Context: an optimization exercise on an open-source flow, tuned for small area and a short achievable clock period. The choices shown serve that exercise and are no tape-out recipe.
Function was checked by simulation only, so behaviour that the tests miss may differ from the original.
Power figures rest on the tool's default switching activity, not on a simulated workload.

Setup of tundra:
// mul_issue_ctrl
module mul_issue_ctrl
#(
   parameter int MUL_LAT = m_extension::MUL_LAT_DEFAULT
) (
   input  logic        clk,
   input  logic        rst,
   input  logic        req_valid,
   output logic        req_ready,
   input  logic [31:0] req_rs1,
   input  logic [31:0] req_rs2,
   input  m_extension::m_funct3     req_funct3,
   input  logic        flush,
   output logic        resp_valid,
   output logic [31:0] resp_data,
   input  logic        resp_ready,
   output logic [15:0] hit_count
);
   logic        idle_r;
   logic        resp_r;
   logic [4:0]  step_r;
   logic        busy;
   logic [31:0] op_a_r;
   logic        op_as_r;       
   logic [31:0] op_b_r;
   logic        op_bs_r;       
   logic [2:0]  op_f_r;
   logic [33:0] acc_r;
   logic [3:0]  cy_r;          
   logic [31:0] lo_r;
   logic [31:0] last_rs1_r;
   logic [31:0] last_rs2_r;
   logic [2:0]  last_f_r;
   logic [31:0] last_result_r;
   logic [2:0]  last_cy_r;     
   logic        last_valid_r;
   logic [15:0] hit_count_r;
   logic        req_ready_s;
   logic        accept_s;
   logic        match_s;
   logic        hit_s;
   logic        miss_s;
   logic        complete_s;
   assign busy = |step_r;
   always_comb begin
      req_ready_s = ~flush & (idle_r | (resp_r & resp_ready));
      accept_s    = req_valid & req_ready_s;
      match_s     = last_valid_r & (req_rs1 == last_rs1_r) & (req_rs2 == last_rs2_r) &
                    (req_funct3 == last_f_r);
      hit_s       = accept_s & match_s;
      miss_s      = accept_s & ~match_s;
      complete_s  = ~flush & step_r[4];
   end
   always_ff @(posedge clk) begin
      if (rst || flush) begin
         idle_r <= 1'b1;
         resp_r <= 1'b0;
         step_r <= 5'd0;
      end else begin
         idle_r <= ~accept_s & (idle_r | (resp_r & resp_ready));
         resp_r <= hit_s | step_r[4] | (resp_r & ~resp_ready);
         step_r <= {step_r[3:0], miss_s};
      end
   end
  ...
Size: about 1,500 cells after synthesis, roughly 280 flip-flops, roughly 120 I/O pins, ~0.017 mm^2 of cells after synthesis.
==> flow/config.mk <==
export PLATFORM = sky130hd
export DESIGN_NAME = mul_issue_ctrl
export DESIGN_NICKNAME = mul_issue_ctrl
export VERILOG_FILES = /design/flow/design.v
export SDC_FILE = /design/flow/constraint.sdc
export NUM_CORES = 4
export LEC_CHECK = 0
export CAP_MARGIN = 20
export CORE_MARGIN = 2
export CORE_UTILIZATION = 40
export SLEW_MARGIN = 20
==> flow/constraint.sdc <==
create_clock -name core_clock -period 10.0 [get_ports {clk}]
set_input_delay 2.0000 -clock core_clock [delete_from_list [all_inputs] [get_ports {clk}]]
set_output_delay 2.0000 -clock core_clock [all_outputs]
set_load 0.01 [all_outputs]
standard.sh (not shown) runs the stock make flow with config.mk's settings and CLKGATE_MAP_FILE= SYNTH_SCRIPT=/design/flow/synth_recipe.tcl, a recipe that flattens the netlist after the stock synthesis.
==> flow/flow/run.sh <==
#!/bin/bash
# Own flow: the standard layout (standard.sh: the standard synthesis, then
# ORFS floorplan, placement, CTS and routing) with plain buf_1 port buffers in
# place of clkdlybuf4s50_1, larger clock-sink clusters without dummy loads,
# and a tighter setup repair target. Every tool's own log is under orfs/logs/;
# make's output goes to standard.log.
set -euo pipefail
bash standard.sh \
  "BUFFER_PORTS_ARGS=-buffer_cell sky130_fd_sc_hd__buf_1" \
  "CTS_ARGS=-sink_clustering_enable -repair_clock_nets -sink_clustering_size 26 -sink_clustering_max_diameter 100 -dont_use_dummy_load" \
  "SETUP_SLACK_MARGIN=5.45" \
  finish > standard.log 2>&1
The inputs of willow differ from those of tundra as listed below.
==> flow/run.sh (new file) <==
#!/bin/bash
# synth_recipe.tcl (not shown) runs the flow's synth.tcl, then flattens the netlist and writes it again
# the make line also repeats each setting of config.mk as NAME=value (left out here)
make -C /OpenROAD-flow-scripts/flow DESIGN_CONFIG=/design/flow/config.mk WORK_HOME=/design/flow/orfs CLKGATE_MAP_FILE= SYNTH_SCRIPT=/design/flow/synth_recipe.tcl finish
-- flow/config.mk --
<<< tundra, line 9
export CORE_MARGIN = 2
export CORE_UTILIZATION = 40
export SLEW_MARGIN = 20
>>> willow, line 9
export CORE_MARGIN = 2
export CORE_UTILIZATION = 40
export SETUP_SLACK_MARGIN = 5.0
export SLEW_MARGIN = 20
removed: flow/flow/run.sh
removed: flow/standard.sh
Results
On sequential share of layout area: between tundra and willow, it ends up higher for tundra.
For number of placed instances with taps included, willow and tundra come out practically identical.
willow: no failed stages, no open violations at the end
Across both runs, cell area was higher for willow than for tundra.
Re post-route minimum period: willow is 0.46 ns up on tundra.
Input changes introduced in raven (baseline for comparison: willow):
==> flow/flow/run.sh (new file) <==
#!/bin/bash
# Own flow: the standard layout (standard.sh: the standard synthesis, then
# ORFS floorplan, placement, CTS and routing) with plain buf_1 port buffers in
# place of clkdlybuf4s50_1, larger clock-sink clusters without dummy loads,
# and a tighter setup repair target. Every tool's own log is under orfs/logs/;
# make's output goes to standard.log.
set -euo pipefail
bash standard.sh \
  "BUFFER_PORTS_ARGS=-buffer_cell sky130_fd_sc_hd__buf_1" \
  "CTS_ARGS=-sink_clustering_enable -repair_clock_nets -sink_clustering_size 20 -sink_clustering_max_diameter 100 -dont_use_dummy_load" \
  "SETUP_SLACK_MARGIN=5.4" \
  finish > standard.log 2>&1
==> flow/standard.sh (new file) <==
#!/bin/bash
# synth_recipe.tcl (not shown) runs the flow's synth.tcl, then flattens the netlist and writes it again
# the make line also repeats each setting of config.mk as NAME=value (left out here)
make -C /OpenROAD-flow-scripts/flow DESIGN_CONFIG=/design/flow/config.mk WORK_HOME=/design/flow/orfs CLKGATE_MAP_FILE= SYNTH_SCRIPT=/design/flow/synth_recipe.tcl "${@:-finish}"
-- flow/config.mk --
<<< willow, line 9
export CORE_MARGIN = 2
export CORE_UTILIZATION = 40
export SETUP_SLACK_MARGIN = 5.0
export SLEW_MARGIN = 20
>>> raven, line 9
export CORE_MARGIN = 2
export CORE_UTILIZATION = 40
export SLEW_MARGIN = 20
removed: flow/run.sh
Notes after the runs:
- raven ended up with a higher sequential portion of the cell area than willow did.
- In the metrics for willow and raven, the one carrying the higher proportion of cell area occupied by multi-input gates is raven.
- | reported leakage power | raven vs willow | 4.3% lower |
- On tightest slew margin relative to the limit: raven sits above willow.
- Lower setup slack goes to willow over raven.
- The post-route fraction of the period consumed by the critical path number comes out higher for willow vs raven.
- Share of post-route cells with drive strength above 1: raven vs willow up 3.2 points
- Worst-case hold slack: raven vs willow up 0.0081 ns
- Compared with willow, raven shows a clock power that is 47% lower.
- Of willow and raven, the run reporting the lower met3 layer wire length in the routed design was willow.
diff inputs: raven => xenon
==> flow/run.sh (new file) <==
#!/bin/bash
# synth_recipe.tcl (not shown) runs the flow's synth.tcl, then flattens the netlist and writes it again
# the make line also repeats each setting of config.mk as NAME=value (left out here)
make -C /OpenROAD-flow-scripts/flow DESIGN_CONFIG=/design/flow/config.mk WORK_HOME=/design/flow/orfs CLKGATE_MAP_FILE= SYNTH_SCRIPT=/design/flow/synth_recipe.tcl finish
-- flow/config.mk --
<<< raven, line 9
export CORE_MARGIN = 2
export CORE_UTILIZATION = 40
export SLEW_MARGIN = 20
>>> xenon, line 9
export CORE_MARGIN = 2
export CORE_UTILIZATION = 40
export CTS_CLUSTER_DIAMETER = 150
export CTS_CLUSTER_SIZE = 30
export SETUP_SLACK_MARGIN = 5.0
export SLEW_MARGIN = 20
removed: flow/flow/run.sh
removed: flow/standard.sh
Notes after the runs:
Number of global-route vias before repair: xenon vs raven, no meaningful difference. Per the comparison of xenon with raven, sequential share of layout area +0.16 points; fraction of power consumed by the clock network shows a reduction of 0.3 points; area growth from synthesis to layout shows a reduction of 0.71 points; highest achievable clock rate dropped about 9%; number of antenna repair diodes up 1. The final critical-path required period number comes out higher for xenon vs raven.
Here is what was changed in the inputs of yarrow compared with xenon.
-- flow/config.mk --
<<< xenon, line 9
export CORE_MARGIN = 2
export CORE_UTILIZATION = 40
export CTS_CLUSTER_DIAMETER = 150
export CTS_CLUSTER_SIZE = 30
export SETUP_SLACK_MARGIN = 5.0
export SLEW_MARGIN = 20
>>> yarrow, line 9
export CORE_MARGIN = 2
export CORE_UTILIZATION = 40
export CTS_BUF_LIST = sky130_fd_sc_hd__clkbuf_4 sky130_fd_sc_hd__clkbuf_8
export SETUP_SLACK_MARGIN = 5.0
export SLEW_MARGIN = 20
==> comparison <==
In summary, yarrow completed successfully, with a layout that passed the timing, design-rule and antenna checks. yarrow vs. xenon: first-pass GRT wire length went up about 2.5%, clock share of power climbed 7.8 points. met3 track demand over resource in global routing was lower in xenon than in yarrow. In the tables for xenon and yarrow, leakage power total reads higher with yarrow. Going from xenon to yarrow, design area up about 4%, routed wire length up 950 um, worst-case setup margin in the final layout up 0.0031 ns.

[afterwards: timing with drivers on the ports]
The results above use ideal ports. As a check the final layouts listed here were re-extracted and re-timed, cells and wires unchanged.
Step 1 assumes that a clkbuf_16 drives the clock port and a buf_2 every other input.
Step 2 adds t to the input delays and takes it off the output delays; t is the mean of the earliest and latest rising clock arrival at the registers after step 1. Input paths then give back, and output paths get back, about the clock's delay inside the block.
Slacks: no drivers / after step 1 / after step 2; pairs: no drivers / after step 1.
| run | t (ns) | setup WS [ns] | worst data-port slew with drivers (ns) | pins driven straight from the clock port |
|---|---|---|---|---|
| tundra | 0.555 | 5.502 / 5.478 / 5.171 | 0.06 | 1 |
| willow | 0.591 | 5.037 / 5.016 / 4.746 | 0.06 | 1 |
| raven | 0.551 | 5.504 / 5.481 / 5.098 | 0.06 | 1 |
| xenon | 0.560 | 5.036 / 5.015 / 4.827 | 0.06 | 1 |
| yarrow | 0.667 | 5.039 / 5.018 / 4.772 | 0.07 | 1 |
After both steps every run listed still meets setup and hold. The setup slack of raven, which loses most, moves by -0.023 ns with the drivers and by -0.406 ns with both steps.
